This design comes from an exercise in tuning for small area on the open sky130 flow, not from production work.
Only the layout flow was run in this run; the RTL was not checked for function there.

## config.mk

```make
export PLATFORM = sky130hd
export DESIGN_NAME = pan_tilt_top
export DESIGN_NICKNAME = pan_tilt_top
export VERILOG_FILES = /design/flow/design.v
export SDC_FILE = /design/flow/constraint.sdc
export NUM_CORES = 4
export LEC_CHECK = 0
export ABC_AREA = 1
export CAP_MARGIN = 20
export CORE_MARGIN = 2
export CORE_UTILIZATION = 40
export CTS_CLUSTER_DIAMETER = 100
export CTS_CLUSTER_SIZE = 24
export SLEW_MARGIN = 20
```

## constraint.sdc

```tcl
create_clock -name core_clock -period 5.0 [get_ports {clk}]
set_input_delay 1.0000 -clock core_clock [delete_from_list [all_inputs] [get_ports {clk}]]
set_output_delay 1.0000 -clock core_clock [all_outputs]
set_load 0.01 [all_outputs]
```

## design.v

```verilog
`default_nettype none
package pan_tilt_pkg;
	localparam int POS_W = 12;
	typedef logic [POS_W-1:0] pos_t;
	localparam int VEC_W = 18;
	typedef logic signed [VEC_W-1:0] vec_t;
	localparam int ANG_W = 16;
	typedef logic [ANG_W-1:0] ang_t;
	localparam ang_t HALF_TURN    = 16'd32768;
	localparam ang_t QUARTER_TURN = 16'd16384;
	localparam int N_STAGES = 14;
	localparam logic [N_STAGES*ANG_W-1:0] ATAN_TABLE = {
		16'd8192, 16'd4836, 16'd2555, 16'd1297,
		16'd651,  16'd326,  16'd163,  16'd81,
		16'd41,   16'd20,   16'd10,   16'd5,
		16'd3,    16'd1
	};
	localparam logic [15:0] CORDIC_GAIN = 16'd26981;
	localparam int GAIN_FRAC = 14;
	typedef logic [7:0] dmx_t;
	localparam int TILT_SHIFT = 6;
	localparam int LATENCY = 30;
endpackage
`default_nettype wire
`timescale 1ns/1ps
`default_nettype none
module add_rca #(
	parameter int W = 8
) (
	input  logic [W-1:0] a,
	input  logic [W-1:0] b,
	input  logic ci,
	output logic [W-1:0] s
);
	logic [W:0] c;
	assign c[0] = ci;
	for (genvar j = 0; j < W; j++) begin : g_bit
		assign s[j] = a[j] ^ b[j] ^ c[j];
		assign c[j+1] = (a[j] & b[j]) | (c[j] & (a[j] ^ b[j]));
	end
endmodule
module add_bk #(
	parameter int W = 8
) (
	input  logic [W-1:0] a,
	input  logic [W-1:0] b,
	input  logic ci,
	output logic [W-1:0] s
);
	localparam int LG = (W > 32) ? 6 : (W > 16) ? 5 : (W > 8) ? 4 : (W > 4) ? 3 : (W > 2) ? 2 : 1;
	logic [W-1:0] p, g, pp, gg;
	always_comb begin
		p = a ^ b;
		g = a & b;
		g[0] = g[0] | (p[0] & ci);
		pp = p;
		gg = g;
		for (int l = 0; (1 << l) < W; l++) begin
			for (int j = (2 << l) - 1; j < W; j += (2 << l)) begin
				gg[j] = gg[j] | (pp[j] & gg[j - (1 << l)]);
				pp[j] = pp[j] & pp[j - (1 << l)];
			end
		end
		for (int l = LG - 1; l >= 1; l--) begin
			for (int j = (3 << (l - 1)) - 1; j < W; j += (2 << (l - 1))) begin
				if (j - (1 << (l - 1)) >= 0 && ((j + 1) % (2 << (l - 1))) != 0) begin
					gg[j] = gg[j] | (pp[j] & gg[j - (1 << (l - 1))]);
					pp[j] = pp[j] & pp[j - (1 << (l - 1))];
				end
			end
		end
		s = p ^ {gg[W-2:0], ci};
	end
endmodule
module add_sk #(
	parameter int W = 8
) (
	input  logic [W-1:0] a,
	input  logic [W-1:0] b,
	input  logic ci,
	output logic [W-1:0] s
);
	logic [W-1:0] p, g, pp, gg;
	always_comb begin
		p = a ^ b;
		g = a & b;
		g[0] = g[0] | (p[0] & ci);
		pp = p;
		gg = g;
		for (int l = 0; (1 << l) < W; l++) begin
			for (int j = 0; j < W; j++) begin
				if ((j >> l) & 1) begin
					gg[j] = gg[j] | (pp[j] & gg[((j >> l) << l) - 1]);
					pp[j] = pp[j] & pp[((j >> l) << l) - 1];
				end
			end
		end
		s = p ^ {gg[W-2:0], ci};
	end
endmodule
`default_nettype wire
`timescale 1ns/1ps
`default_nettype none
module pan_tilt_top (
	input  logic clk,
	input  logic reset,
	input  logic in_valid,
	input  logic [11:0] x_com,
	input  logic [11:0] y_com,
	input  logic [11:0] x_light,
	input  logic [11:0] y_light,
	input  logic [11:0] height,
	output logic out_valid,
	output logic [7:0] pan,
	output logic [7:0] tilt
);
	logic [0:0] sf_s0;
	logic [11:0] px0_s0;
	logic [12:0] py0_s0;
	logic [12:0] dx_s0;
	logic [12:0] dy_s0;
	logic [11:0] height_r1;
	logic [0:0] sf_r1;
	logic [11:0] px0_r1;
	logic [12:0] py0_r1;
	logic [0:0] pb0_s1;
	logic [12:0] px1_s1;
	logic [12:0] py1_s1;
	logic [0:0] pb1_s1;
	logic [12:0] px2_s1;
	logic [12:0] py2_s1;
	logic [11:0] height_r2;
	logic [0:0] sf_r2;
	logic [0:0] pb0_r2;
	logic [0:0] pb1_r2;
	logic [12:0] px2_r2;
	logic [12:0] py2_r2;
	logic [0:0] pb2_s2;
	logic [13:0] px3_s2;
	logic [11:0] py3_s2;
	logic [0:0] pb3_s2;
	logic [13:0] px4_s2;
	logic [10:0] py4_s2;
	logic [11:0] height_r3;
	logic [0:0] sf_r3;
	logic [0:0] pb0_r3;
	logic [0:0] pb1_r3;
	logic [0:0] pb2_r3;
	logic [0:0] pb3_r3;
	logic [13:0] px4_r3;
	logic [10:0] py4_r3;
	logic [0:0] pb4_s3;
	logic [13:0] px5_s3;
	logic [10:0] py5_s3;
	logic [0:0] pb5_s3;
	logic [13:0] px6_s3;
	logic [9:0] py6_s3;
	logic [11:0] height_r4;
	logic [0:0] sf_r4;
	logic [0:0] pb0_r4;
	logic [0:0] pb1_r4;
	logic [0:0] pb2_r4;
	logic [0:0] pb3_r4;
	logic [0:0] pb4_r4;
	logic [0:0] pb5_r4;
	logic [13:0] px6_r4;
	logic [9:0] py6_r4;
	logic [0:0] pb6_s4;
	logic [13:0] px7_s4;
	logic [8:0] py7_s4;
	logic [0:0] pb7_s4;
	logic [13:0] px8_s4;
	logic [7:0] py8_s4;
	logic [0:0] pb8_s4;
	logic [6:0] py9_s4;
	logic [2:0] pa9_s4;
	logic [13:0] pX_s4;
	logic [11:0] height_r5;
	logic [0:0] sf_r5;
	logic [0:0] pb0_r5;
	logic [0:0] pb1_r5;
	logic [0:0] pb2_r5;
	logic [0:0] pb3_r5;
	logic [0:0] pb4_r5;
	logic [0:0] pb5_r5;
	logic [0:0] pb6_r5;
	logic [0:0] pb7_r5;
	logic [0:0] pb8_r5;
	logic [6:0] py9_r5;
	logic [2:0] pa9_r5;
	logic [13:0] pX_r5;
	logic [12:0] hs_s5;
	logic [26:0] hprod_s5;
	logic [0:0] pb9_s5;
	logic [5:0] py10_s5;
	logic [2:0] pa10_s5;
	logic pc9_s5;
	logic [3:0] plo9_s5;
	logic [0:0] pb10_s5;
	logic [4:0] py11_s5;
	logic [2:0] pa11_s5;
	logic pc10_s5;
	logic [3:0] plo10_s5;
	logic [0:0] pb11_s5;
	logic [4:0] py12_s5;
	logic [2:0] pa12_s5;
	logic pc11_s5;
	logic [3:0] plo11_s5;
	logic [0:0] sf_r6;
	logic [0:0] pb0_r6;
	logic [0:0] pb1_r6;
	logic [0:0] pb2_r6;
	logic [0:0] pb3_r6;
	logic [0:0] pb4_r6;
	logic [0:0] pb5_r6;
	logic [0:0] pb6_r6;
	logic [0:0] pb7_r6;
	logic [0:0] pb8_r6;
	logic [13:0] pX_r6;
	logic [12:0] hs_r6;
	logic [0:0] pb9_r6;
	logic [0:0] pb10_r6;
	logic [0:0] pb11_r6;
	logic [4:0] py12_r6;
	logic [2:0] pa12_r6;
	logic [0:0] pb12_s6;
	logic [3:0] py13_s6;
	logic [2:0] pa13_s6;
	logic pc12_s6;
	logic [3:0] plo12_s6;
	logic [0:0] pb13_s6;
	logic [2:0] pa14_s6;
	logic [13:0] px14_s6;
	logic [13:0] tx1_s6;
	logic [14:0] ty1_s6;
	logic [0:0] sf_r7;
	logic [0:0] pb0_r7;
	logic [0:0] pb1_r7;
	logic [0:0] pb2_r7;
	logic [0:0] pb3_r7;
	logic [0:0] pb4_r7;
	logic [0:0] pb5_r7;
	logic [0:0] pb6_r7;
	logic [0:0] pb7_r7;
	logic [0:0] pb8_r7;
	logic [0:0] pb9_r7;
	logic [0:0] pb10_r7;
	logic [0:0] pb11_r7;
	logic [0:0] pb12_r7;
	logic [0:0] pb13_r7;
	logic [13:0] tx1_r7;
	logic [14:0] ty1_r7;
	logic [7:0] pan_b_s7;
	logic pcsa_s7_1, pcsa_s7_2;
	logic pcsa_s7_3, pcsa_s7_4;
	logic pcsa_s7_5, pcsa_s7_6;
	logic pcsa_s7_7, pcsa_s7_8;
	logic pcsa_s7_9, pcsa_s7_10;
	logic pcsa_s7_11, pcsa_s7_12;
	logic pcsa_s7_13, pcsa_s7_14;
	logic pcsa_s7_15, pcsa_s7_16;
	logic pcsa_s7_17, pcsa_s7_18;
	logic pcsa_s7_19, pcsa_s7_20;
	logic pcsa_s7_21, pcsa_s7_22;
	logic pcsa_s7_23, pcsa_s7_24;
	logic pcsa_s7_25, pcsa_s7_26;
	logic pcsa_s7_27, pcsa_s7_28;
	logic pcsa_s7_29, pcsa_s7_30;
	logic pcsa_s7_31, pcsa_s7_32;
	logic pcsa_s7_33, pcsa_s7_34;
	logic pcsa_s7_35, pcsa_s7_36;
	logic pcsa_s7_37, pcsa_s7_38;
	logic pcsa_s7_39, pcsa_s7_40;
	logic pcsa_s7_41, pcsa_s7_42;
	logic pcsa_s7_43, pcsa_s7_44;
	logic pcsa_s7_45, pcsa_s7_46;
	logic pcsa_s7_47, pcsa_s7_48;
	logic pcsa_s7_49, pcsa_s7_50;
	logic pcsa_s7_51, pcsa_s7_52;
	logic pcsa_s7_53, pcsa_s7_54;
	logic pcsa_s7_55, pcsa_s7_56;
	logic pcsa_s7_57, pcsa_s7_58;
	logic pcsa_s7_59, pcsa_s7_60;
	logic pcsa_s7_61, pcsa_s7_62;
	logic pcsa_s7_63, pcsa_s7_64;
	logic pcsa_s7_65, pcsa_s7_66;
	logic pcsa_s7_67, pcsa_s7_68;
	logic pcsa_s7_69, pcsa_s7_70;
	logic pcsa_s7_71, pcsa_s7_72;
	logic pcsa_s7_73, pcsa_s7_74;
	logic pcsa_s7_75, pcsa_s7_76;
	logic pcsa_s7_77, pcsa_s7_78;
	logic pcsa_s7_79, pcsa_s7_80;
	logic pcsa_s7_81, pcsa_s7_82;
	logic pcsa_s7_83, pcsa_s7_84;
	logic [15:0] pcsa_s7_85, pcsa_s7_86, pcsa_s7_87;
	logic [0:0] tb1_s7;
	logic [14:0] tx2_s7;
	logic [13:0] ty2_s7;
	logic [0:0] tb2_s7;
	logic [14:0] tx3_s7;
	logic [12:0] ty3_s7;
	logic [7:0] pan_b_r8;
	logic [0:0] tb1_r8;
	logic [0:0] tb2_r8;
	logic [14:0] tx3_r8;
	logic [12:0] ty3_r8;
	logic [0:0] tb3_s8;
	logic [14:0] tx4_s8;
	logic [12:0] ty4_s8;
	logic [0:0] tb4_s8;
	logic [14:0] tx5_s8;
	logic [11:0] ty5_s8;
	logic [7:0] pan_b_r9;
	logic [0:0] tb1_r9;
	logic [0:0] tb2_r9;
	logic [0:0] tb3_r9;
	logic [0:0] tb4_r9;
	logic [14:0] tx5_r9;
	logic [11:0] ty5_r9;
	logic [0:0] tb5_s9;
	logic [14:0] tx6_s9;
	logic [10:0] ty6_s9;
	logic [0:0] tb6_s9;
	logic [14:0] tx7_s9;
	logic [9:0] ty7_s9;
	logic [7:0] pan_b_r10;
	logic [0:0] tb1_r10;
	logic [0:0] tb2_r10;
	logic [0:0] tb3_r10;
	logic [0:0] tb4_r10;
	logic [0:0] tb5_r10;
	logic [0:0] tb6_r10;
	logic [14:0] tx7_r10;
	logic [9:0] ty7_r10;
	logic [0:0] tb7_s10;
	logic [14:0] tx8_s10;
	logic [8:0] ty8_s10;
	logic [0:0] tb8_s10;
	logic [7:0] ty9_s10;
	logic [2:0] ta9_s10;
	logic [14:0] tX_s10;
	logic [5:0] tXh9_s10;
	logic [0:0] tXa9_s10;
	logic [2:0] tXl9_s10;
	logic [7:0] pan_b_r11;
	logic [0:0] tb1_r11;
	logic [0:0] tb2_r11;
	logic [0:0] tb3_r11;
	logic [0:0] tb4_r11;
	logic [0:0] tb5_r11;
	logic [0:0] tb6_r11;
	logic [0:0] tb7_r11;
	logic [0:0] tb8_r11;
	logic [7:0] ty9_r11;
	logic [2:0] ta9_r11;
	logic [5:0] tXh9_r11;
	logic [0:0] tXa9_r11;
	logic [2:0] tXl9_r11;
	logic [14:0] tX_s11;
	logic [15:0] tpart_s11;
	logic tpcsa_s11_1, tpcsa_s11_2;
	logic tpcsa_s11_3, tpcsa_s11_4;
	logic tpcsa_s11_5, tpcsa_s11_6;
	logic tpcsa_s11_7, tpcsa_s11_8;
	logic tpcsa_s11_9, tpcsa_s11_10;
	logic tpcsa_s11_11, tpcsa_s11_12;
	logic tpcsa_s11_13, tpcsa_s11_14;
	logic tpcsa_s11_15, tpcsa_s11_16;
	logic tpcsa_s11_17, tpcsa_s11_18;
	logic tpcsa_s11_19, tpcsa_s11_20;
	logic tpcsa_s11_21, tpcsa_s11_22;
	logic tpcsa_s11_23, tpcsa_s11_24;
	logic tpcsa_s11_25, tpcsa_s11_26;
	logic tpcsa_s11_27, tpcsa_s11_28;
	logic tpcsa_s11_29, tpcsa_s11_30;
	logic tpcsa_s11_31, tpcsa_s11_32;
	logic tpcsa_s11_33, tpcsa_s11_34;
	logic tpcsa_s11_35, tpcsa_s11_36;
	logic tpcsa_s11_37, tpcsa_s11_38;
	logic tpcsa_s11_39, tpcsa_s11_40;
	logic tpcsa_s11_41, tpcsa_s11_42;
	logic tpcsa_s11_43, tpcsa_s11_44;
	logic tpcsa_s11_45, tpcsa_s11_46;
	logic tpcsa_s11_47, tpcsa_s11_48;
	logic tpcsa_s11_49, tpcsa_s11_50;
	logic tpcsa_s11_51, tpcsa_s11_52;
	logic tpcsa_s11_53, tpcsa_s11_54;
	logic tpcsa_s11_55, tpcsa_s11_56;
	logic [15:0] tpcsa_s11_57, tpcsa_s11_58, tpcsa_s11_59;
	logic [0:0] tb9_s11;
	logic [6:0] ty10_s11;
	logic [2:0] ta10_s11;
	logic tc9_s11;
	logic [3:0] tlo9_s11;
	logic [0:0] tb10_s11;
	logic [5:0] ty11_s11;
	logic [2:0] ta11_s11;
	logic tc10_s11;
	logic [3:0] tlo10_s11;
	logic [0:0] tb11_s11;
	logic [4:0] ty12_s11;
	logic [2:0] ta12_s11;
	logic tc11_s11;
	logic [3:0] tlo11_s11;
	logic [0:0] tb12_s11;
	logic [4:0] ty13_s11;
	logic tc12_s11;
	logic [3:0] tlo12_s11;
	logic [7:0] pan_b_r12;
	logic [15:0] tpart_r12;
	logic [0:0] tb9_r12;
	logic [0:0] tb10_r12;
	logic [0:0] tb11_r12;
	logic [0:0] tb12_r12;
	logic [4:0] ty13_r12;
	logic [0:0] tb13_s12;
	logic [7:0] tilt_b_s12;
	logic tqcsa_s12_1, tqcsa_s12_2;
	logic tqcsa_s12_3, tqcsa_s12_4;
	logic tqcsa_s12_5, tqcsa_s12_6;
	logic [7:0] tqcsa_s12_7, tqcsa_s12_8, tqcsa_s12_9;
	logic [7:0] tlo_s12;
	logic [8:0] th1_s12;
	logic [8:0] thh_s12;
	logic [12:1] vld;
	assign dx_s0 = {1'b0, x_com} - {1'b0, x_light};
	assign dy_s0 = {1'b0, y_com} - {1'b0, y_light};
	assign sf_s0 = dx_s0[12];
	add_rca #(.W(12)) u_add1 (.a((dx_s0[11:0] ^ {12{dx_s0[12]}})), .b(12'd0), .ci(dx_s0[12]), .s(px0_s0));
	add_rca #(.W(13)) u_add2 (.a((dy_s0 ^ {13{dx_s0[12]}})), .b(13'd0), .ci(dx_s0[12]), .s(py0_s0));
	assign pb0_s1 = ~py0_r1[12];
	add_rca #(.W(13)) u_add3 (.a({1'b0, px0_r1}), .b({1'b0, (py0_r1[11:0] ^ {12{py0_r1[12]}})}), .ci(py0_r1[12]), .s(px1_s1));
	add_rca #(.W(13)) u_add4 (.a(py0_r1), .b(({1'b0, px0_r1[11:0]} ^ {13{~py0_r1[12]}})), .ci(~py0_r1[12]), .s(py1_s1));
	assign pb1_s1 = ~py1_s1[12];
	add_rca #(.W(13)) u_add5 (.a(px1_s1), .b({2'b0, (py1_s1[11:1] ^ {11{py1_s1[12]}})}), .ci(py1_s1[12]), .s(px2_s1));
	add_rca #(.W(13)) u_add6 (.a(py1_s1), .b(({1'b0, px1_s1[12:1]} ^ {13{~py1_s1[12]}})), .ci(~py1_s1[12]), .s(py2_s1));
	assign pb2_s2 = ~py2_r2[12];
	add_rca #(.W(14)) u_add7 (.a({1'b0, px2_r2}), .b({4'b0, (py2_r2[11:2] ^ {10{py2_r2[12]}})}), .ci(py2_r2[12]), .s(px3_s2));
	add_rca #(.W(12)) u_add8 (.a(py2_r2[11:0]), .b(({1'b0, px2_r2[12:2]} ^ {12{~py2_r2[12]}})), .ci(~py2_r2[12]), .s(py3_s2));
	assign pb3_s2 = ~py3_s2[11];
	add_rca #(.W(14)) u_add9 (.a(px3_s2), .b({6'b0, (py3_s2[10:3] ^ {8{py3_s2[11]}})}), .ci(py3_s2[11]), .s(px4_s2));
	add_rca #(.W(11)) u_add10 (.a(py3_s2[10:0]), .b((px3_s2[13:3] ^ {11{~py3_s2[11]}})), .ci(~py3_s2[11]), .s(py4_s2));
	assign pb4_s3 = ~py4_r3[10];
	add_rca #(.W(14)) u_add11 (.a(px4_r3), .b({8'b0, (py4_r3[9:4] ^ {6{py4_r3[10]}})}), .ci(py4_r3[10]), .s(px5_s3));
	add_rca #(.W(11)) u_add12 (.a(py4_r3), .b(({1'b0, px4_r3[13:4]} ^ {11{~py4_r3[10]}})), .ci(~py4_r3[10]), .s(py5_s3));
	assign pb5_s3 = ~py5_s3[10];
	add_rca #(.W(14)) u_add13 (.a(px5_s3), .b({9'b0, (py5_s3[9:5] ^ {5{py5_s3[10]}})}), .ci(py5_s3[10]), .s(px6_s3));
	add_rca #(.W(10)) u_add14 (.a(py5_s3[9:0]), .b(({1'b0, px5_s3[13:5]} ^ {10{~py5_s3[10]}})), .ci(~py5_s3[10]), .s(py6_s3));
	assign pb6_s4 = ~py6_r4[9];
	add_rca #(.W(14)) u_add15 (.a(px6_r4), .b({11'b0, (py6_r4[8:6] ^ {3{py6_r4[9]}})}), .ci(py6_r4[9]), .s(px7_s4));
	add_rca #(.W(9)) u_add16 (.a(py6_r4[8:0]), .b(({1'b0, px6_r4[13:6]} ^ {9{~py6_r4[9]}})), .ci(~py6_r4[9]), .s(py7_s4));
	assign pb7_s4 = ~py7_s4[8];
	add_rca #(.W(14)) u_add17 (.a(px7_s4), .b({13'b0, (py7_s4[7:7] ^ {1{py7_s4[8]}})}), .ci(py7_s4[8]), .s(px8_s4));
	add_rca #(.W(8)) u_add18 (.a(py7_s4[7:0]), .b(({1'b0, px7_s4[13:7]} ^ {8{~py7_s4[8]}})), .ci(~py7_s4[8]), .s(py8_s4));
	assign pb8_s4 = ~py8_s4[7];
	assign pX_s4 = px8_s4;
	assign pa9_s4 = {2'b0, py8_s4[7]};
	add_rca #(.W(7)) u_add19 (.a(py8_s4[6:0]), .b(({1'b0, px8_s4[13:8]} ^ {7{~py8_s4[7]}})), .ci(~py8_s4[7]), .s(py9_s4));
	assign hprod_s5 = height_r5 * 15'd26981;
	assign hs_s5 = hprod_s5[26:14];
	assign pb9_s5 = ~py9_r5[6];
	assign pa10_s5 = pa9_r5 + {2'b0, py9_r5[6]};
	assign plo9_s5 = {1'b0, pX_r5[2:0]} + {1'b0, pa9_r5};
	assign pc9_s5 = (&pX_r5[8:3]) & plo9_s5[3];
	add_rca #(.W(6)) u_add20 (.a(py9_r5[5:0]), .b(({1'b0, pX_r5[13:9]} ^ {6{~py9_r5[6]}})), .ci(~(pc9_s5 ^ py9_r5[6])), .s(py10_s5));
	assign pb10_s5 = ~py10_s5[5];
	assign pa11_s5 = pa10_s5 + {2'b0, py10_s5[5]};
	assign plo10_s5 = {1'b0, pX_r5[2:0]} + {1'b0, pa10_s5};
	assign pc10_s5 = (&pX_r5[9:3]) & plo10_s5[3];
	add_rca #(.W(5)) u_add21 (.a(py10_s5[4:0]), .b(({1'b0, pX_r5[13:10]} ^ {5{~py10_s5[5]}})), .ci(~(pc10_s5 ^ py10_s5[5])), .s(py11_s5));
	assign pb11_s5 = ~py11_s5[4];
	assign pa12_s5 = pa11_s5 + {2'b0, py11_s5[4]};
	assign plo11_s5 = {1'b0, pX_r5[2:0]} + {1'b0, pa11_s5};
	assign pc11_s5 = (&pX_r5[10:3]) & plo11_s5[3];
	add_rca #(.W(5)) u_add22 (.a(py11_s5), .b(({2'b0, pX_r5[13:11]} ^ {5{~py11_s5[4]}})), .ci(~(pc11_s5 ^ py11_s5[4])), .s(py12_s5));
	assign pb12_s6 = ~py12_r6[4];
	assign pa13_s6 = pa12_r6 + {2'b0, py12_r6[4]};
	assign plo12_s6 = {1'b0, pX_r6[2:0]} + {1'b0, pa12_r6};
	assign pc12_s6 = (&pX_r6[11:3]) & plo12_s6[3];
	add_rca #(.W(4)) u_add23 (.a(py12_r6[3:0]), .b(({2'b0, pX_r6[13:12]} ^ {4{~py12_r6[4]}})), .ci(~(pc12_s6 ^ py12_r6[4])), .s(py13_s6));
	assign pb13_s6 = ~py13_s6[3];
	assign pa14_s6 = pa13_s6 + {2'b0, py13_s6[3]};
	add_rca #(.W(14)) u_add24 (.a(pX_r6), .b({11'b0, pa14_s6}), .ci(1'b0), .s(px14_s6));
	add_rca #(.W(14)) u_add25 (.a(px14_s6), .b({1'b0, hs_r6}), .ci(1'b0), .s(tx1_s6));
	add_rca #(.W(15)) u_add26 (.a({1'b0, px14_s6}), .b(~{2'b0, hs_r6}), .ci(1'b1), .s(ty1_s6));
	assign pcsa_s7_1 = pb2_r7 ^ pb3_r7;
	assign pcsa_s7_2 = pb2_r7 & pb3_r7;
	assign pcsa_s7_3 = pcsa_s7_1 ^ pb4_r7 ^ pb6_r7;
	assign pcsa_s7_4 = (pcsa_s7_1 & pb4_r7) | (pcsa_s7_1 & pb6_r7) | (pb4_r7 & pb6_r7);
	assign pcsa_s7_5 = pb7_r7 ^ pb8_r7;
	assign pcsa_s7_6 = pb7_r7 & pb8_r7;
	assign pcsa_s7_7 = pcsa_s7_2 ^ pb2_r7 ^ pb4_r7;
	assign pcsa_s7_8 = (pcsa_s7_2 & pb2_r7) | (pcsa_s7_2 & pb4_r7) | (pb2_r7 & pb4_r7);
	assign pcsa_s7_9 = pb5_r7 ^ pb6_r7;
	assign pcsa_s7_10 = pb5_r7 & pb6_r7;
	assign pcsa_s7_11 = pb1_r7 ^ pb5_r7;
	assign pcsa_s7_12 = pb1_r7 & pb5_r7;
	assign pcsa_s7_13 = pcsa_s7_3 ^ pcsa_s7_5 ^ pb11_r7;
	assign pcsa_s7_14 = (pcsa_s7_3 & pcsa_s7_5) | (pcsa_s7_3 & pb11_r7) | (pcsa_s7_5 & pb11_r7);
	assign pcsa_s7_15 = pcsa_s7_4 ^ pcsa_s7_6 ^ pcsa_s7_7;
	assign pcsa_s7_16 = (pcsa_s7_4 & pcsa_s7_6) | (pcsa_s7_4 & pcsa_s7_7) | (pcsa_s7_6 & pcsa_s7_7);
	assign pcsa_s7_17 = pcsa_s7_9 ^ pb10_r7;
	assign pcsa_s7_18 = pcsa_s7_9 & pb10_r7;
	assign pcsa_s7_19 = pcsa_s7_8 ^ pcsa_s7_10 ^ pcsa_s7_11;
	assign pcsa_s7_20 = (pcsa_s7_8 & pcsa_s7_10) | (pcsa_s7_8 & pcsa_s7_11) | (pcsa_s7_10 & pcsa_s7_11);
	assign pcsa_s7_21 = pb9_r7 ^ pb11_r7 ^ 1'b1;
	assign pcsa_s7_22 = (pb9_r7 & pb11_r7) | (pb9_r7 & 1'b1) | (pb11_r7 & 1'b1);
	assign pcsa_s7_23 = pcsa_s7_12 ^ pb2_r7 ^ pb4_r7;
	assign pcsa_s7_24 = (pcsa_s7_12 & pb2_r7) | (pcsa_s7_12 & pb4_r7) | (pb2_r7 & pb4_r7);
	assign pcsa_s7_25 = pb8_r7 ^ pb10_r7 ^ 1'b1;
	assign pcsa_s7_26 = (pb8_r7 & pb10_r7) | (pb8_r7 & 1'b1) | (pb10_r7 & 1'b1);
	assign pcsa_s7_27 = pb2_r7 ^ pb3_r7 ^ pb7_r7;
	assign pcsa_s7_28 = (pb2_r7 & pb3_r7) | (pb2_r7 & pb7_r7) | (pb3_r7 & pb7_r7);
	assign pcsa_s7_29 = pb9_r7 ^ 1'b1;
	assign pcsa_s7_30 = pb9_r7 & 1'b1;
	assign pcsa_s7_31 = pb1_r7 ^ pb2_r7 ^ pb6_r7;
	assign pcsa_s7_32 = (pb1_r7 & pb2_r7) | (pb1_r7 & pb6_r7) | (pb2_r7 & pb6_r7);
	assign pcsa_s7_33 = pb8_r7 ^ 1'b1;
	assign pcsa_s7_34 = pb8_r7 & 1'b1;
	assign pcsa_s7_35 = pb1_r7 ^ pb2_r7 ^ pb5_r7;
	assign pcsa_s7_36 = (pb1_r7 & pb2_r7) | (pb1_r7 & pb5_r7) | (pb2_r7 & pb5_r7);
	assign pcsa_s7_37 = pb7_r7 ^ 1'b1;
	assign pcsa_s7_38 = pb7_r7 & 1'b1;
	assign pcsa_s7_39 = pb1_r7 ^ pb2_r7 ^ pb4_r7;
	assign pcsa_s7_40 = (pb1_r7 & pb2_r7) | (pb1_r7 & pb4_r7) | (pb2_r7 & pb4_r7);
	assign pcsa_s7_41 = pcsa_s7_13 ^ pb12_r7;
	assign pcsa_s7_42 = pcsa_s7_13 & pb12_r7;
	assign pcsa_s7_43 = pcsa_s7_14 ^ pcsa_s7_15 ^ pcsa_s7_17;
	assign pcsa_s7_44 = (pcsa_s7_14 & pcsa_s7_15) | (pcsa_s7_14 & pcsa_s7_17) | (pcsa_s7_15 & pcsa_s7_17);
	assign pcsa_s7_45 = pcsa_s7_16 ^ pcsa_s7_18 ^ pcsa_s7_19;
	assign pcsa_s7_46 = (pcsa_s7_16 & pcsa_s7_18) | (pcsa_s7_16 & pcsa_s7_19) | (pcsa_s7_18 & pcsa_s7_19);
	assign pcsa_s7_47 = pcsa_s7_20 ^ pcsa_s7_22 ^ pcsa_s7_23;
	assign pcsa_s7_48 = (pcsa_s7_20 & pcsa_s7_22) | (pcsa_s7_20 & pcsa_s7_23) | (pcsa_s7_22 & pcsa_s7_23);
	assign pcsa_s7_49 = pcsa_s7_24 ^ pcsa_s7_26 ^ pcsa_s7_27;
	assign pcsa_s7_50 = (pcsa_s7_24 & pcsa_s7_26) | (pcsa_s7_24 & pcsa_s7_27) | (pcsa_s7_26 & pcsa_s7_27);
	assign pcsa_s7_51 = pcsa_s7_28 ^ pcsa_s7_30 ^ pcsa_s7_31;
	assign pcsa_s7_52 = (pcsa_s7_28 & pcsa_s7_30) | (pcsa_s7_28 & pcsa_s7_31) | (pcsa_s7_30 & pcsa_s7_31);
	assign pcsa_s7_53 = pcsa_s7_32 ^ pcsa_s7_34 ^ pcsa_s7_35;
	assign pcsa_s7_54 = (pcsa_s7_32 & pcsa_s7_34) | (pcsa_s7_32 & pcsa_s7_35) | (pcsa_s7_34 & pcsa_s7_35);
	assign pcsa_s7_55 = pcsa_s7_36 ^ pcsa_s7_38 ^ pcsa_s7_39;
	assign pcsa_s7_56 = (pcsa_s7_36 & pcsa_s7_38) | (pcsa_s7_36 & pcsa_s7_39) | (pcsa_s7_38 & pcsa_s7_39);
	assign pcsa_s7_57 = pcsa_s7_40 ^ pb2_r7 ^ pb3_r7;
	assign pcsa_s7_58 = (pcsa_s7_40 & pb2_r7) | (pcsa_s7_40 & pb3_r7) | (pb2_r7 & pb3_r7);
	assign pcsa_s7_59 = pcsa_s7_41 ^ pb13_r7;
	assign pcsa_s7_60 = pcsa_s7_41 & pb13_r7;
	assign pcsa_s7_61 = pcsa_s7_42 ^ pcsa_s7_43 ^ pb12_r7;
	assign pcsa_s7_62 = (pcsa_s7_42 & pcsa_s7_43) | (pcsa_s7_42 & pb12_r7) | (pcsa_s7_43 & pb12_r7);
	assign pcsa_s7_63 = pcsa_s7_44 ^ pcsa_s7_45 ^ pcsa_s7_21;
	assign pcsa_s7_64 = (pcsa_s7_44 & pcsa_s7_45) | (pcsa_s7_44 & pcsa_s7_21) | (pcsa_s7_45 & pcsa_s7_21);
	assign pcsa_s7_65 = pcsa_s7_46 ^ pcsa_s7_47 ^ pcsa_s7_25;
	assign pcsa_s7_66 = (pcsa_s7_46 & pcsa_s7_47) | (pcsa_s7_46 & pcsa_s7_25) | (pcsa_s7_47 & pcsa_s7_25);
	assign pcsa_s7_67 = pcsa_s7_48 ^ pcsa_s7_49 ^ pcsa_s7_29;
	assign pcsa_s7_68 = (pcsa_s7_48 & pcsa_s7_49) | (pcsa_s7_48 & pcsa_s7_29) | (pcsa_s7_49 & pcsa_s7_29);
	assign pcsa_s7_69 = pcsa_s7_50 ^ pcsa_s7_51 ^ pcsa_s7_33;
	assign pcsa_s7_70 = (pcsa_s7_50 & pcsa_s7_51) | (pcsa_s7_50 & pcsa_s7_33) | (pcsa_s7_51 & pcsa_s7_33);
	assign pcsa_s7_71 = pcsa_s7_52 ^ pcsa_s7_53 ^ pcsa_s7_37;
	assign pcsa_s7_72 = (pcsa_s7_52 & pcsa_s7_53) | (pcsa_s7_52 & pcsa_s7_37) | (pcsa_s7_53 & pcsa_s7_37);
	assign pcsa_s7_73 = pcsa_s7_54 ^ pcsa_s7_55 ^ pb6_r7;
	assign pcsa_s7_74 = (pcsa_s7_54 & pcsa_s7_55) | (pcsa_s7_54 & pb6_r7) | (pcsa_s7_55 & pb6_r7);
	assign pcsa_s7_75 = pcsa_s7_56 ^ pcsa_s7_57 ^ pb5_r7;
	assign pcsa_s7_76 = (pcsa_s7_56 & pcsa_s7_57) | (pcsa_s7_56 & pb5_r7) | (pcsa_s7_57 & pb5_r7);
	assign pcsa_s7_77 = pcsa_s7_58 ^ pb1_r7 ^ pb4_r7;
	assign pcsa_s7_78 = (pcsa_s7_58 & pb1_r7) | (pcsa_s7_58 & pb4_r7) | (pb1_r7 & pb4_r7);
	assign pcsa_s7_79 = pb3_r7 ^ 1'b1;
	assign pcsa_s7_80 = pb3_r7 & 1'b1;
	assign pcsa_s7_81 = pb2_r7 ^ 1'b1;
	assign pcsa_s7_82 = pb2_r7 & 1'b1;
	assign pcsa_s7_83 = pb1_r7 ^ 1'b1;
	assign pcsa_s7_84 = pb1_r7 & 1'b1;
	assign pcsa_s7_85 = {1'b0, pcsa_s7_84, pcsa_s7_82, pcsa_s7_80, pcsa_s7_78, pcsa_s7_76, pcsa_s7_74, pcsa_s7_72, pcsa_s7_70, pcsa_s7_68, pcsa_s7_66, pcsa_s7_64, pcsa_s7_62, pcsa_s7_60, pcsa_s7_59, 1'b1};
	assign pcsa_s7_86 = {1'b0, pb0_r7, pcsa_s7_83, pcsa_s7_81, pcsa_s7_79, pcsa_s7_77, pcsa_s7_75, pcsa_s7_73, pcsa_s7_71, pcsa_s7_69, pcsa_s7_67, pcsa_s7_65, pcsa_s7_63, pcsa_s7_61, 1'b1, 1'b0};
	add_rca #(.W(16)) u_add27 (.a(pcsa_s7_85), .b(pcsa_s7_86), .ci(1'b0), .s(pcsa_s7_87));
	assign pan_b_s7 = {pcsa_s7_87[15] ^ sf_r7, pcsa_s7_87[14:8]};
	assign tb1_s7 = ~ty1_r7[14];
	add_rca #(.W(15)) u_add28 (.a({1'b0, tx1_r7}), .b({2'b0, (ty1_r7[13:1] ^ {13{ty1_r7[14]}})}), .ci(ty1_r7[14]), .s(tx2_s7));
	add_rca #(.W(14)) u_add29 (.a(ty1_r7[13:0]), .b(({1'b0, tx1_r7[13:1]} ^ {14{~ty1_r7[14]}})), .ci(~ty1_r7[14]), .s(ty2_s7));
	assign tb2_s7 = ~ty2_s7[13];
	add_rca #(.W(15)) u_add30 (.a(tx2_s7), .b({4'b0, (ty2_s7[12:2] ^ {11{ty2_s7[13]}})}), .ci(ty2_s7[13]), .s(tx3_s7));
	add_rca #(.W(13)) u_add31 (.a(ty2_s7[12:0]), .b((tx2_s7[14:2] ^ {13{~ty2_s7[13]}})), .ci(~ty2_s7[13]), .s(ty3_s7));
	assign tb3_s8 = ~ty3_r8[12];
	add_rca #(.W(15)) u_add32 (.a(tx3_r8), .b({6'b0, (ty3_r8[11:3] ^ {9{ty3_r8[12]}})}), .ci(ty3_r8[12]), .s(tx4_s8));
	add_rca #(.W(13)) u_add33 (.a(ty3_r8), .b(({1'b0, tx3_r8[14:3]} ^ {13{~ty3_r8[12]}})), .ci(~ty3_r8[12]), .s(ty4_s8));
	assign tb4_s8 = ~ty4_s8[12];
	add_rca #(.W(15)) u_add34 (.a(tx4_s8), .b({7'b0, (ty4_s8[11:4] ^ {8{ty4_s8[12]}})}), .ci(ty4_s8[12]), .s(tx5_s8));
	add_rca #(.W(12)) u_add35 (.a(ty4_s8[11:0]), .b(({1'b0, tx4_s8[14:4]} ^ {12{~ty4_s8[12]}})), .ci(~ty4_s8[12]), .s(ty5_s8));
	assign tb5_s9 = ~ty5_r9[11];
	add_rca #(.W(15)) u_add36 (.a(tx5_r9), .b({9'b0, (ty5_r9[10:5] ^ {6{ty5_r9[11]}})}), .ci(ty5_r9[11]), .s(tx6_s9));
	add_rca #(.W(11)) u_add37 (.a(ty5_r9[10:0]), .b(({1'b0, tx5_r9[14:5]} ^ {11{~ty5_r9[11]}})), .ci(~ty5_r9[11]), .s(ty6_s9));
	assign tb6_s9 = ~ty6_s9[10];
	add_rca #(.W(15)) u_add38 (.a(tx6_s9), .b({11'b0, (ty6_s9[9:6] ^ {4{ty6_s9[10]}})}), .ci(ty6_s9[10]), .s(tx7_s9));
	add_rca #(.W(10)) u_add39 (.a(ty6_s9[9:0]), .b(({1'b0, tx6_s9[14:6]} ^ {10{~ty6_s9[10]}})), .ci(~ty6_s9[10]), .s(ty7_s9));
	assign tb7_s10 = ~ty7_r10[9];
	add_rca #(.W(15)) u_add40 (.a(tx7_r10), .b({13'b0, (ty7_r10[8:7] ^ {2{ty7_r10[9]}})}), .ci(ty7_r10[9]), .s(tx8_s10));
	add_rca #(.W(9)) u_add41 (.a(ty7_r10[8:0]), .b(({1'b0, tx7_r10[14:7]} ^ {9{~ty7_r10[9]}})), .ci(~ty7_r10[9]), .s(ty8_s10));
	assign tb8_s10 = ~ty8_s10[8];
	assign tX_s10 = tx8_s10;
	assign ta9_s10 = {2'b0, ty8_s10[8]};
	add_rca #(.W(8)) u_add42 (.a(ty8_s10[7:0]), .b(({1'b0, tx8_s10[14:8]} ^ {8{~ty8_s10[8]}})), .ci(~ty8_s10[8]), .s(ty9_s10));
	assign tXh9_s10 = tX_s10[14:9];
	assign tXa9_s10 = &tX_s10[8:3];
	assign tXl9_s10 = tX_s10[2:0];
	assign tX_s11 = {tXh9_r11, {6{tXa9_r11}}, tXl9_r11};
	assign tpcsa_s11_1 = tb2_r11 ^ tb3_r11;
	assign tpcsa_s11_2 = tb2_r11 & tb3_r11;
	assign tpcsa_s11_3 = tpcsa_s11_1 ^ tb4_r11 ^ tb6_r11;
	assign tpcsa_s11_4 = (tpcsa_s11_1 & tb4_r11) | (tpcsa_s11_1 & tb6_r11) | (tb4_r11 & tb6_r11);
	assign tpcsa_s11_5 = tpcsa_s11_2 ^ tb2_r11 ^ tb4_r11;
	assign tpcsa_s11_6 = (tpcsa_s11_2 & tb2_r11) | (tpcsa_s11_2 & tb4_r11) | (tb2_r11 & tb4_r11);
	assign tpcsa_s11_7 = tb1_r11 ^ tb2_r11;
	assign tpcsa_s11_8 = tb1_r11 & tb2_r11;
	assign tpcsa_s11_9 = tb1_r11 ^ tb2_r11 ^ tb5_r11;
	assign tpcsa_s11_10 = (tb1_r11 & tb2_r11) | (tb1_r11 & tb5_r11) | (tb2_r11 & tb5_r11);
	assign tpcsa_s11_11 = tb1_r11 ^ tb2_r11;
	assign tpcsa_s11_12 = tb1_r11 & tb2_r11;
	assign tpcsa_s11_13 = tpcsa_s11_3 ^ tb7_r11;
	assign tpcsa_s11_14 = tpcsa_s11_3 & tb7_r11;
	assign tpcsa_s11_15 = tpcsa_s11_4 ^ tpcsa_s11_5 ^ tb5_r11;
	assign tpcsa_s11_16 = (tpcsa_s11_4 & tpcsa_s11_5) | (tpcsa_s11_4 & tb5_r11) | (tpcsa_s11_5 & tb5_r11);
	assign tpcsa_s11_17 = tpcsa_s11_6 ^ tb1_r11 ^ tb5_r11;
	assign tpcsa_s11_18 = (tpcsa_s11_6 & tb1_r11) | (tpcsa_s11_6 & tb5_r11) | (tb1_r11 & tb5_r11);
	assign tpcsa_s11_19 = tb2_r11 ^ tb4_r11 ^ tb8_r11;
	assign tpcsa_s11_20 = (tb2_r11 & tb4_r11) | (tb2_r11 & tb8_r11) | (tb4_r11 & tb8_r11);
	assign tpcsa_s11_21 = tb2_r11 ^ tb3_r11 ^ tb7_r11;
	assign tpcsa_s11_22 = (tb2_r11 & tb3_r11) | (tb2_r11 & tb7_r11) | (tb3_r11 & tb7_r11);
	assign tpcsa_s11_23 = tpcsa_s11_7 ^ tb6_r11 ^ tb8_r11;
	assign tpcsa_s11_24 = (tpcsa_s11_7 & tb6_r11) | (tpcsa_s11_7 & tb8_r11) | (tb6_r11 & tb8_r11);
	assign tpcsa_s11_25 = tpcsa_s11_8 ^ tpcsa_s11_9 ^ tb7_r11;
	assign tpcsa_s11_26 = (tpcsa_s11_8 & tpcsa_s11_9) | (tpcsa_s11_8 & tb7_r11) | (tpcsa_s11_9 & tb7_r11);
	assign tpcsa_s11_27 = tpcsa_s11_10 ^ tpcsa_s11_11 ^ tb4_r11;
	assign tpcsa_s11_28 = (tpcsa_s11_10 & tpcsa_s11_11) | (tpcsa_s11_10 & tb4_r11) | (tpcsa_s11_11 & tb4_r11);
	assign tpcsa_s11_29 = tpcsa_s11_12 ^ tb2_r11 ^ tb3_r11;
	assign tpcsa_s11_30 = (tpcsa_s11_12 & tb2_r11) | (tpcsa_s11_12 & tb3_r11) | (tb2_r11 & tb3_r11);
	assign tpcsa_s11_31 = tpcsa_s11_13 ^ tb8_r11;
	assign tpcsa_s11_32 = tpcsa_s11_13 & tb8_r11;
	assign tpcsa_s11_33 = tpcsa_s11_14 ^ tpcsa_s11_15 ^ tb6_r11;
	assign tpcsa_s11_34 = (tpcsa_s11_14 & tpcsa_s11_15) | (tpcsa_s11_14 & tb6_r11) | (tpcsa_s11_15 & tb6_r11);
	assign tpcsa_s11_35 = tpcsa_s11_16 ^ tpcsa_s11_17 ^ 1'b1;
	assign tpcsa_s11_36 = (tpcsa_s11_16 & tpcsa_s11_17) | (tpcsa_s11_16 & 1'b1) | (tpcsa_s11_17 & 1'b1);
	assign tpcsa_s11_37 = tpcsa_s11_18 ^ tpcsa_s11_19 ^ 1'b1;
	assign tpcsa_s11_38 = (tpcsa_s11_18 & tpcsa_s11_19) | (tpcsa_s11_18 & 1'b1) | (tpcsa_s11_19 & 1'b1);
	assign tpcsa_s11_39 = tpcsa_s11_20 ^ tpcsa_s11_21 ^ 1'b1;
	assign tpcsa_s11_40 = (tpcsa_s11_20 & tpcsa_s11_21) | (tpcsa_s11_20 & 1'b1) | (tpcsa_s11_21 & 1'b1);
	assign tpcsa_s11_41 = tpcsa_s11_22 ^ tpcsa_s11_23 ^ 1'b1;
	assign tpcsa_s11_42 = (tpcsa_s11_22 & tpcsa_s11_23) | (tpcsa_s11_22 & 1'b1) | (tpcsa_s11_23 & 1'b1);
	assign tpcsa_s11_43 = tpcsa_s11_24 ^ tpcsa_s11_25 ^ 1'b1;
	assign tpcsa_s11_44 = (tpcsa_s11_24 & tpcsa_s11_25) | (tpcsa_s11_24 & 1'b1) | (tpcsa_s11_25 & 1'b1);
	assign tpcsa_s11_45 = tpcsa_s11_26 ^ tpcsa_s11_27 ^ tb6_r11;
	assign tpcsa_s11_46 = (tpcsa_s11_26 & tpcsa_s11_27) | (tpcsa_s11_26 & tb6_r11) | (tpcsa_s11_27 & tb6_r11);
	assign tpcsa_s11_47 = tpcsa_s11_28 ^ tpcsa_s11_29 ^ tb5_r11;
	assign tpcsa_s11_48 = (tpcsa_s11_28 & tpcsa_s11_29) | (tpcsa_s11_28 & tb5_r11) | (tpcsa_s11_29 & tb5_r11);
	assign tpcsa_s11_49 = tpcsa_s11_30 ^ tb1_r11 ^ tb4_r11;
	assign tpcsa_s11_50 = (tpcsa_s11_30 & tb1_r11) | (tpcsa_s11_30 & tb4_r11) | (tb1_r11 & tb4_r11);
	assign tpcsa_s11_51 = tb3_r11 ^ 1'b1;
	assign tpcsa_s11_52 = tb3_r11 & 1'b1;
	assign tpcsa_s11_53 = tb2_r11 ^ 1'b1;
	assign tpcsa_s11_54 = tb2_r11 & 1'b1;
	assign tpcsa_s11_55 = tb1_r11 ^ 1'b1;
	assign tpcsa_s11_56 = tb1_r11 & 1'b1;
	assign tpcsa_s11_57 = {1'b1, tpcsa_s11_56, tpcsa_s11_54, tpcsa_s11_52, tpcsa_s11_50, tpcsa_s11_48, tpcsa_s11_46, tpcsa_s11_44, tpcsa_s11_42, tpcsa_s11_40, tpcsa_s11_38, tpcsa_s11_36, tpcsa_s11_34, tpcsa_s11_32, tpcsa_s11_31, 1'b1};
	assign tpcsa_s11_58 = {1'b0, 1'b1, tpcsa_s11_55, tpcsa_s11_53, tpcsa_s11_51, tpcsa_s11_49, tpcsa_s11_47, tpcsa_s11_45, tpcsa_s11_43, tpcsa_s11_41, tpcsa_s11_39, tpcsa_s11_37, tpcsa_s11_35, tpcsa_s11_33, 1'b1, 1'b0};
	add_rca #(.W(16)) u_add43 (.a(tpcsa_s11_57), .b(tpcsa_s11_58), .ci(1'b0), .s(tpcsa_s11_59));
	assign tpart_s11 = tpcsa_s11_59;
	assign tb9_s11 = ~ty9_r11[7];
	assign ta10_s11 = ta9_r11 + {2'b0, ty9_r11[7]};
	assign tlo9_s11 = {1'b0, tX_s11[2:0]} + {1'b0, ta9_r11};
	assign tc9_s11 = (&tX_s11[8:3]) & tlo9_s11[3];
	add_rca #(.W(7)) u_add44 (.a(ty9_r11[6:0]), .b(({1'b0, tX_s11[14:9]} ^ {7{~ty9_r11[7]}})), .ci(~(tc9_s11 ^ ty9_r11[7])), .s(ty10_s11));
	assign tb10_s11 = ~ty10_s11[6];
	assign ta11_s11 = ta10_s11 + {2'b0, ty10_s11[6]};
	assign tlo10_s11 = {1'b0, tX_s11[2:0]} + {1'b0, ta10_s11};
	assign tc10_s11 = (&tX_s11[9:3]) & tlo10_s11[3];
	add_rca #(.W(6)) u_add45 (.a(ty10_s11[5:0]), .b(({1'b0, tX_s11[14:10]} ^ {6{~ty10_s11[6]}})), .ci(~(tc10_s11 ^ ty10_s11[6])), .s(ty11_s11));
	assign tb11_s11 = ~ty11_s11[5];
	assign ta12_s11 = ta11_s11 + {2'b0, ty11_s11[5]};
	assign tlo11_s11 = {1'b0, tX_s11[2:0]} + {1'b0, ta11_s11};
	assign tc11_s11 = (&tX_s11[10:3]) & tlo11_s11[3];
	add_rca #(.W(5)) u_add46 (.a(ty11_s11[4:0]), .b(({1'b0, tX_s11[14:11]} ^ {5{~ty11_s11[5]}})), .ci(~(tc11_s11 ^ ty11_s11[5])), .s(ty12_s11));
	assign tb12_s11 = ~ty12_s11[4];
	assign tlo12_s11 = {1'b0, tX_s11[2:0]} + {1'b0, ta12_s11};
	assign tc12_s11 = (&tX_s11[11:3]) & tlo12_s11[3];
	add_rca #(.W(5)) u_add47 (.a(ty12_s11), .b(({2'b0, tX_s11[14:12]} ^ {5{~ty12_s11[4]}})), .ci(~(tc12_s11 ^ ty12_s11[4])), .s(ty13_s11));
	assign tb13_s12 = ~ty13_r12[4];
	assign tqcsa_s12_1 = tb11_r12 ^ tb12_r12;
	assign tqcsa_s12_2 = tb11_r12 & tb12_r12;
	assign tqcsa_s12_3 = tb10_r12 ^ tb12_r12;
	assign tqcsa_s12_4 = tb10_r12 & tb12_r12;
	assign tqcsa_s12_5 = tb9_r12 ^ tb11_r12;
	assign tqcsa_s12_6 = tb9_r12 & tb11_r12;
	assign tqcsa_s12_7 = {1'b0, 1'b0, tb9_r12, tqcsa_s12_6, tqcsa_s12_4, tqcsa_s12_2, tqcsa_s12_1, 1'b0};
	assign tqcsa_s12_8 = {1'b0, 1'b0, 1'b0, tb10_r12, tqcsa_s12_5, tqcsa_s12_3, tb13_s12, 1'b0};
	add_rca #(.W(8)) u_add48 (.a(tqcsa_s12_7), .b(tqcsa_s12_8), .ci(1'b0), .s(tqcsa_s12_9));
	assign tlo_s12 = {1'b0, tpart_r12[6:0]} + tqcsa_s12_9[7:0];
	assign th1_s12 = tpart_r12[15:7] + 1'b1;
	assign thh_s12 = tlo_s12[7] ? th1_s12 : tpart_r12[15:7];
	assign tilt_b_s12 = thh_s12[8] ? 8'd0 : thh_s12[7] ? 8'd255 : {thh_s12[6:0], tlo_s12[6:6]};
	always_ff @(posedge clk) begin
		if (reset) vld <= '0;
		else vld <= {vld[11:1], in_valid};
	end
	always_ff @(posedge clk) begin
		height_r1 <= height;
		sf_r1 <= sf_s0;
		px0_r1 <= px0_s0;
		py0_r1 <= py0_s0;
		height_r2 <= height_r1;
		sf_r2 <= sf_r1;
		pb0_r2 <= pb0_s1;
		pb1_r2 <= pb1_s1;
		px2_r2 <= px2_s1;
		py2_r2 <= py2_s1;
		height_r3 <= height_r2;
		sf_r3 <= sf_r2;
		pb0_r3 <= pb0_r2;
		pb1_r3 <= pb1_r2;
		pb2_r3 <= pb2_s2;
		pb3_r3 <= pb3_s2;
		px4_r3 <= px4_s2;
		py4_r3 <= py4_s2;
		height_r4 <= height_r3;
		sf_r4 <= sf_r3;
		pb0_r4 <= pb0_r3;
		pb1_r4 <= pb1_r3;
		pb2_r4 <= pb2_r3;
		pb3_r4 <= pb3_r3;
		pb4_r4 <= pb4_s3;
		pb5_r4 <= pb5_s3;
		px6_r4 <= px6_s3;
		py6_r4 <= py6_s3;
		height_r5 <= height_r4;
		sf_r5 <= sf_r4;
		pb0_r5 <= pb0_r4;
		pb1_r5 <= pb1_r4;
		pb2_r5 <= pb2_r4;
		pb3_r5 <= pb3_r4;
		pb4_r5 <= pb4_r4;
		pb5_r5 <= pb5_r4;
		pb6_r5 <= pb6_s4;
		pb7_r5 <= pb7_s4;
		pb8_r5 <= pb8_s4;
		py9_r5 <= py9_s4;
		pa9_r5 <= pa9_s4;
		pX_r5 <= pX_s4;
		sf_r6 <= sf_r5;
		pb0_r6 <= pb0_r5;
		pb1_r6 <= pb1_r5;
		pb2_r6 <= pb2_r5;
		pb3_r6 <= pb3_r5;
		pb4_r6 <= pb4_r5;
		pb5_r6 <= pb5_r5;
		pb6_r6 <= pb6_r5;
		pb7_r6 <= pb7_r5;
		pb8_r6 <= pb8_r5;
		pX_r6 <= pX_r5;
		hs_r6 <= hs_s5;
		pb9_r6 <= pb9_s5;
		pb10_r6 <= pb10_s5;
		pb11_r6 <= pb11_s5;
		py12_r6 <= py12_s5;
		pa12_r6 <= pa12_s5;
		sf_r7 <= sf_r6;
		pb0_r7 <= pb0_r6;
		pb1_r7 <= pb1_r6;
		pb2_r7 <= pb2_r6;
		pb3_r7 <= pb3_r6;
		pb4_r7 <= pb4_r6;
		pb5_r7 <= pb5_r6;
		pb6_r7 <= pb6_r6;
		pb7_r7 <= pb7_r6;
		pb8_r7 <= pb8_r6;
		pb9_r7 <= pb9_r6;
		pb10_r7 <= pb10_r6;
		pb11_r7 <= pb11_r6;
		pb12_r7 <= pb12_s6;
		pb13_r7 <= pb13_s6;
		tx1_r7 <= tx1_s6;
		ty1_r7 <= ty1_s6;
		pan_b_r8 <= pan_b_s7;
		tb1_r8 <= tb1_s7;
		tb2_r8 <= tb2_s7;
		tx3_r8 <= tx3_s7;
		ty3_r8 <= ty3_s7;
		pan_b_r9 <= pan_b_r8;
		tb1_r9 <= tb1_r8;
		tb2_r9 <= tb2_r8;
		tb3_r9 <= tb3_s8;
		tb4_r9 <= tb4_s8;
		tx5_r9 <= tx5_s8;
		ty5_r9 <= ty5_s8;
		pan_b_r10 <= pan_b_r9;
		tb1_r10 <= tb1_r9;
		tb2_r10 <= tb2_r9;
		tb3_r10 <= tb3_r9;
		tb4_r10 <= tb4_r9;
		tb5_r10 <= tb5_s9;
		tb6_r10 <= tb6_s9;
		tx7_r10 <= tx7_s9;
		ty7_r10 <= ty7_s9;
		pan_b_r11 <= pan_b_r10;
		tb1_r11 <= tb1_r10;
		tb2_r11 <= tb2_r10;
		tb3_r11 <= tb3_r10;
		tb4_r11 <= tb4_r10;
		tb5_r11 <= tb5_r10;
		tb6_r11 <= tb6_r10;
		tb7_r11 <= tb7_s10;
		tb8_r11 <= tb8_s10;
		ty9_r11 <= ty9_s10;
		ta9_r11 <= ta9_s10;
		tXh9_r11 <= tXh9_s10;
		tXa9_r11 <= tXa9_s10;
		tXl9_r11 <= tXl9_s10;
		pan_b_r12 <= pan_b_r11;
		tpart_r12 <= tpart_s11;
		tb9_r12 <= tb9_s11;
		tb10_r12 <= tb10_s11;
		tb11_r12 <= tb11_s11;
		tb12_r12 <= tb12_s11;
		ty13_r12 <= ty13_s11;
	end
	assign out_valid = vld[12];
	assign pan = pan_b_r12;
	assign tilt = tilt_b_s12;
endmodule
`default_nettype wire
```

## flow/run.sh

```bash
#!/bin/bash
set -euo pipefail
bash standard.sh ADDER_MAP_FILE= finish > flow_make.log 2>&1
```

## standard.sh

```bash
#!/bin/bash
# synth_recipe.tcl (not shown) runs the flow's synth.tcl, then flattens the netlist and writes it again
# the make line also repeats each setting of config.mk as NAME=value (left out here)
make -C /OpenROAD-flow-scripts/flow DESIGN_CONFIG=/design/flow/config.mk WORK_HOME=/design/flow/orfs CLKGATE_MAP_FILE= SYNTH_SCRIPT=/design/flow/synth_recipe.tcl "${@:-finish}"
```

==> impl_metrics.toml <==
[logic_synthesis]
ys_types = 78
syn_area_per_cell_um2 = 6.89
synth_top_area_frac = 0.294
yosys.area.top_type = "dfxtp_1"
synth-edff-count = 0
synth.area.top_cells = "dfxtp_1 (29%), xor2_1 (19%), nand2_1 (15%)"
synth_ff_type = "dfxtp_1"
async_flop_share = 0
ys_ff_latch = 490
synth_area_um2 = 33400
syn_nets = 4915
yosysSeqAreaShare = 0.294
netlist_instances = 4852
yosysWarnings = 1

[final_layout]
insertedDiodeCount = 0
drive_gt1_frac = 0.155
instances_no_fill = 6147
syn_to_final_growth_pct = 14.9
fin_nets = 5128
utilization = 0.466
n_fill_cell = 8229

[floorplan]
core_um2 = 82400
die_h_um = 293
start_util = 0.406
die_area_um2 = 85900
pin_count = 80
rows = 105
fp.dieW_um = 293

[routing]
drt_iter0_markers = 867
first_pass_iters = 5
wl_um = 64300
ant_nets = 0
drt-wirelength-per-cell_um = 10.5
vias_per_cell = 4.36
drc = 0
vias = 26800

[placement]
place_ws_ps = -71.5
hpwl_um = 52000
port_buffers = 79
gp_congestion = 0.836
dp_cells = 6002

[sta]
fin_skew_ps = 29.4
tns_ps = 0
rsz0062_at_grt = "true"
finalSetupViolations = 0
tightest_slew_ps = 599
worst_hold_slack_ps = 327
finalHoldViolations = 0
setup_slack_ps = 178
post-route-period-util = 0.964
final_max_slew_viol_count = 0
timing.fmax_mhz = 207
max_slew_margin = 0.595
period_minus_slack_ps = 4820

[setup_path]
crit_slowest_cell = "dfxtp_2"
critPathCaptureType = "output pin"
max_stage_delay_ps = 360
worstSetupPathType = "flop to output pin"
start_kind = "flop"
cp_common_cell = "nand2_1"
cp_max_fo = 6
crit_buf_inv = 6
crit_family = "simple AND/OR/NAND/NOR gates"
required_ps = 4000
arrival_ps = 3820

[grt]
grt_max_degree = 29
grt_pass1_wl_um = 108000
grt-ovfl-total = 0
antenna_found_initial = 0
grtUsageTotal = 0.147
grt_pass1_vias = 24500

[cts]
clock_sinks = 490
clock_latency_ps = 620
root_buffer = "clkbuf_16"
numCtsBuffers = 29
clock_path_buffers = 3
cts_tree = "done"
path_clk_slew_ps = 90
htreeDepth = 1

[min_path]
hold_path_class = "flop to flop"

[job]
max_cap_viol_count = 0

[run_status]
outcome = "complete, no violations"
routing by layer:
layer,GRT usage,vias to the layer above,share of wire
li1,-,14900,-
met1,0.166,11700,0.44
met2,0.295,160,0.53
met3,0.0147,50,0.021
met4,0.0278,0,0.015
met5,0,-,0
stage by stage:
| stage | cell area (um^2) |
|---|---|
| global route | 38400 |
| detailed placement | 35600 |
| finish | 38400 |
| floorplan | 33400 |
| CTS | 36700 |
| global placement | 35600 |
Yosys cell counts (4+ instances only):
library cell and count:
maj3_2 26, a31oi_1 16, buf_2 12, or2_2 94
nand3b_1 11, buf_6 13, nand4_1 18, nor2_2 8
mux2_2 4, clkbuf_1 18, or2_1 25, nand3_2 14
a21oi_1 71, nand3_1 198, a21o_1 13, o21ai_1 35
nor2_4 9, o22ai_1 8, nor2_1 300, inv_1 815
inv_2 17, a21boi_0 5, xor2_2 9, nand2_4 20
nand2_2 121, o21ai_2 13, and2_1 4, nand2_1 1371
o21ai_0 89, xnor2_1 207, nor3_1 10, dfxtp_1 490
xor2_1 707, maj3_1 15
layout make-up:
type | count | area, um^2 | area share
inverter | 838 | 3180 | 0.0827
tap | 1070 | 1340 | 0.0349
timing repair inverter | 1 | 8.76 | 0.000228
multi-input combinational | 3476 | 21100 | 0.550
timing repair buffer | 229 | 1990 | 0.0517
clock buffer | 29 | 726 | 0.0189
sequential | 490 | 9860 | 0.257
clock inverter | 14 | 194 | 0.00505
path summary, 6_finish.rpt:
check                            start                   end  slack (ps)  depth (start not counted)
setup reg to reg    ty5_r9[11]$_DFF_P_   tx7_r10[12]$_DFF_P_         190                         35
hold / removal    height_r1[9]$_DFF_P_  height_r2[9]$_DFF_P_         330                          0
setup / recovery      tb12_r12$_DFF_P_               tilt[6]         180                         27
hold reg to reg   height_r1[9]$_DFF_P_  height_r2[9]$_DFF_P_         330                          0
state kept, by name, summed over array words and instances (netlist names), 12 cells and up:
signal,flops
ty1_r7,14
px2_r2,13
px4_r3,14
ty5_r9,12
tx1_r7,14
ty3_r8,13
px6_r4,14
vld,12
px0_r1,12
tx7_r10,15
tpart_r12,15
height_r1,12
height_r4,12
height_r5,12
pX_r5,14
hs_r6,13
height_r2,12
tx5_r9,15
pX_r6,14
py0_r1,13
height_r3,12
py2_r2,13
tx3_r8,15
cells in the final DEF (no fill, tap or decap), drive strengths merged, types with 7 or more instances in the layout:
master,Yosys,layout
nor3,12,12
nand3,213,213
xnor2,208,208
o21ai,137,137
maj3,41,41
clkbuf,19,33
dfxtp,490,490
clkdlybuf4s50,0,71
and2,7,7
a21oi,72,72
a21o,14,14
xor2,719,720
nand2,1513,1513
nand4,18,18
nand3b,12,12
inv,837,845
o22ai,8,8
buf,30,154
a21boi,8,8
nor2,318,318
or2,123,123
a31oi,16,16
repair_timing:
action,CTS,global route
buffers inserted,7,92
pin swaps,15,102
gates resized for setup,60,262
hold endpoints to repair,0,0
gates cloned,0,4
endpoints found under the setup margin,8,79
hold buffers,0,0
cell families (layout without fill, tap and decap cells):
family                     Yosys count  count (layout)  share of synthesized area
and+or+nand+nor                   2225            2225                      0.292
muxes                                4               4                    0.00135
adders and majority gates           41              41                     0.0133
DFF                                490             490                      0.294
xor gates and xnor gates           927             928                      0.247
AOI/OAI and AO/OA                  278             278                     0.0479
buffers and inverters              887            1111                      0.105

-- afterwards: timing with drivers on the ports --
Ports are ideal in the flow. The routed layout listed here was re-timed in OpenROAD.
Step 1, drivers: a clkbuf_16 drives clk and a buf_2 each remaining input, both assumed.
Step 2, shift: input delay + t, output delay - t, t = (earliest + latest rising clock arrival at the registers) / 2. This alone moves slack from input paths to output paths.
Slacks: ideal / step 1 / step 2; pairs: ideal / step 1.
shift t [ns]: 0.662
setup WS [ns]: 0.178 / 0.117 / -0.027
worst setup path at the end: input to register
slew at the worst register clock pin (ns): 0.09 / 0.09
cell pins on the clock port's net: 1
Met with ideal ports but missed after step 2: setup timing in this run. For this run, drivers alone change the setup slack by -0.061 ns; drivers and shift together by -0.205 ns.
